From an optimization exercise on the open Yosys and OpenROAD flow, aimed at small area, a short achievable clock period and few clock cycles per item; shortcuts taken in it are not production practice.
Only simulation tests tie the RTL to the original design; equivalence was not proved.

Design fm_phase_discriminator_decimating_unit, start of the top module:
module fm_phase_discriminator_decimating_unit (
   input  logic               clock,
   input  logic               reset,
   input  logic               req_valid,
   output logic               req_ready,
   input  logic signed [15:0] req_in_real,
   input  logic signed [15:0] req_in_imag,
   output logic               rsp_valid,
   input  logic               rsp_ready,
   output logic signed [15:0] rsp_phase_word,
   input  logic               csr_valid,
   output logic               csr_ready,
   input  logic               csr_output_format
);
For scale: ~4000 cells after synthesis, roughly 410 flip-flops, roughly 57 I/O pins, roughly 34000 µm² of cells after synthesis.
clock: 10.0 ns
lec_check: 0
cap_margin: 20
core_margin: 2
core_utilization: 40
place_density: 0.6
setup_slack_margin: 5
slew_margin: 20
run.sh (not shown) runs the stock make flow with config.mk's settings and CLKGATE_MAP_FILE= SYNTH_SCRIPT=/design/flow/synth_recipe.tcl, a recipe that flattens the netlist after the stock synthesis.
The first run finished clean.
Testbench counts at the start, summed over its fixed seeds: cycles 22,776, items 512.
==> next run, changes <==
--- a/flow/design.v
+++ b/flow/design.v
@@ -163,31 +163,24 @@
    output logic signed [15:0] rsp_phase_word
 );
    logic [38:0] x1_ff, y1_ff;
    logic [7:0]  d1_ff;
    logic        pre1_ff, act1_ff;
    logic [2:0]  k1_ff;
    logic        neg1_ff, zs1_ff, zero1_ff;
-   logic        dir1, xsub1, xcin1, ysub1, c1, e1_last;
+   logic        dir1, xsub1, ysub1, e1_last;
    logic [38:0] sy1, ya1, yn1, sx1, xa1, xn1;
-   logic [7:0]  ones1;
-   always_comb begin
-      ones1[0] = 1'b1;
-      for (int i = 1; i < 8; i++) ones1[i] = ones1[i-1] && y1_ff[i-1];
-   end
-   assign c1      = ones1[k1_ff];
-   assign dir1    = !y1_ff[38];
-   assign xsub1   = y1_ff[38];
-   assign xcin1   = pre1_ff ? y1_ff[38] : (y1_ff[38] ^ c1);
+   assign dir1    = !y1_ff[38] && (y1_ff != '0);
+   assign xsub1   = pre1_ff ? y1_ff[38] : !dir1;
    assign ysub1   = pre1_ff ? y1_ff[38] : dir1;
    assign sy1     = $signed(y1_ff) >>> k1_ff;
    assign sx1     = x1_ff >> k1_ff;
    assign xa1     = pre1_ff ? 39'd0 : x1_ff;
-   assign ya1     = pre1_ff ? {39{1'b1}} : y1_ff;
-   assign xn1     = xa1 + (sy1 ^ {39{xsub1}}) + {38'd0, xcin1};
+   assign ya1     = pre1_ff ? 39'd0 : y1_ff;
+   assign xn1     = xa1 + (sy1 ^ {39{xsub1}}) + {38'd0, xsub1};
    assign yn1     = ya1 + (sx1 ^ {39{ysub1}}) + {38'd0, ysub1};
    assign e1_last = act1_ff && !pre1_ff && (k1_ff == 3'd7);
    always_ff @(posedge clock) begin
       if (m_done) begin
          x1_ff    <= m_pq;
          y1_ff    <= m_pr;
          pre1_ff  <= 1'b1;
@@ -212,33 +205,27 @@
          act1_ff <= 1'b0;
       end
    end
    logic [38:0] x2_ff;
    logic [32:0] y2_ff;
    logic [2:0]  k2_ff;
    logic        act2_ff, zero2_ff;
-   logic        dir2, c2, e2_last;
+   logic        dir2, e2_last;
    logic [32:0] y2s;
    logic [38:0] x2s;
    logic [24:0] sy2;
    logic [30:0] sx2;
    logic [38:0] xn2;
    logic [32:0] yn2;
-   logic [7:0]  ones2;
-   always_comb begin
-      ones2[0] = &y2_ff[7:0];
-      for (int i = 1; i < 8; i++) ones2[i] = ones2[i-1] && y2_ff[i+7];
-   end
-   assign c2      = ones2[k2_ff];
-   assign dir2    = !y2_ff[32];
+   assign dir2    = !y2_ff[32] && (y2_ff != '0);
    assign y2s     = $signed(y2_ff) >>> k2_ff;
    assign x2s     = x2_ff >> k2_ff;
    assign sy2     = y2s[32:8];
    assign sx2     = x2s[38:8];
-   assign xn2     = x2_ff + ({{14{sy2[24]}}, sy2} ^ {39{y2_ff[32]}}) + {38'd0, y2_ff[32] ^ c2};
+   assign xn2     = x2_ff + ({{14{sy2[24]}}, sy2} ^ {39{!dir2}}) + {38'd0, !dir2};
    assign yn2     = y2_ff + ({2'd0, sx2} ^ {33{dir2}}) + {32'd0, dir2};
    assign e2_last = act2_ff && (k2_ff == 3'd7);
    always_ff @(posedge clock) begin
       if (e1_last) begin
          x2_ff    <= xn1;
          y2_ff    <= yn1[32:0];
          k2_ff    <= '0;
The changed run finished with timing, DRC and antenna clean.
Clock skew came out higher by 0.017 ns.
Register-to-register slack barely changes.
Cell area came out higher by a few percent.
Wire length came out higher by a few percent.
Testbench counts after the change, summed over its fixed seeds: cycles 22,776, items 512.

==> re-timing with driven ports <==
How much do the figures lean on ideal ports? The routed layouts below were timed once more, with nothing changed but the port constraints.
Step 1 sets driving cells, clkbuf_16 on the clock port and buf_2 on the other inputs (assumed; they add their load-dependent delay and slew).
Step 2, shift: input delay + t, output delay - t, t = (earliest + latest rising clock arrival at the registers) / 2. This alone moves slack from input paths to output paths.
a / b / c = no drivers / after step 1 / after step 2; a / b = the first two.
run	shift t [ns]	slack for setup (ns)	worst setup path after step 2
the first run	0.668	5.159 / 5.159 / 4.586	input to register
the second run	0.653	5.153 / 5.153 / 4.638	input to register
After both steps setup and hold are still met in every run listed. For the first run, which loses most, drivers alone change the setup slack by 0.000 ns; drivers and shift together by -0.573 ns.
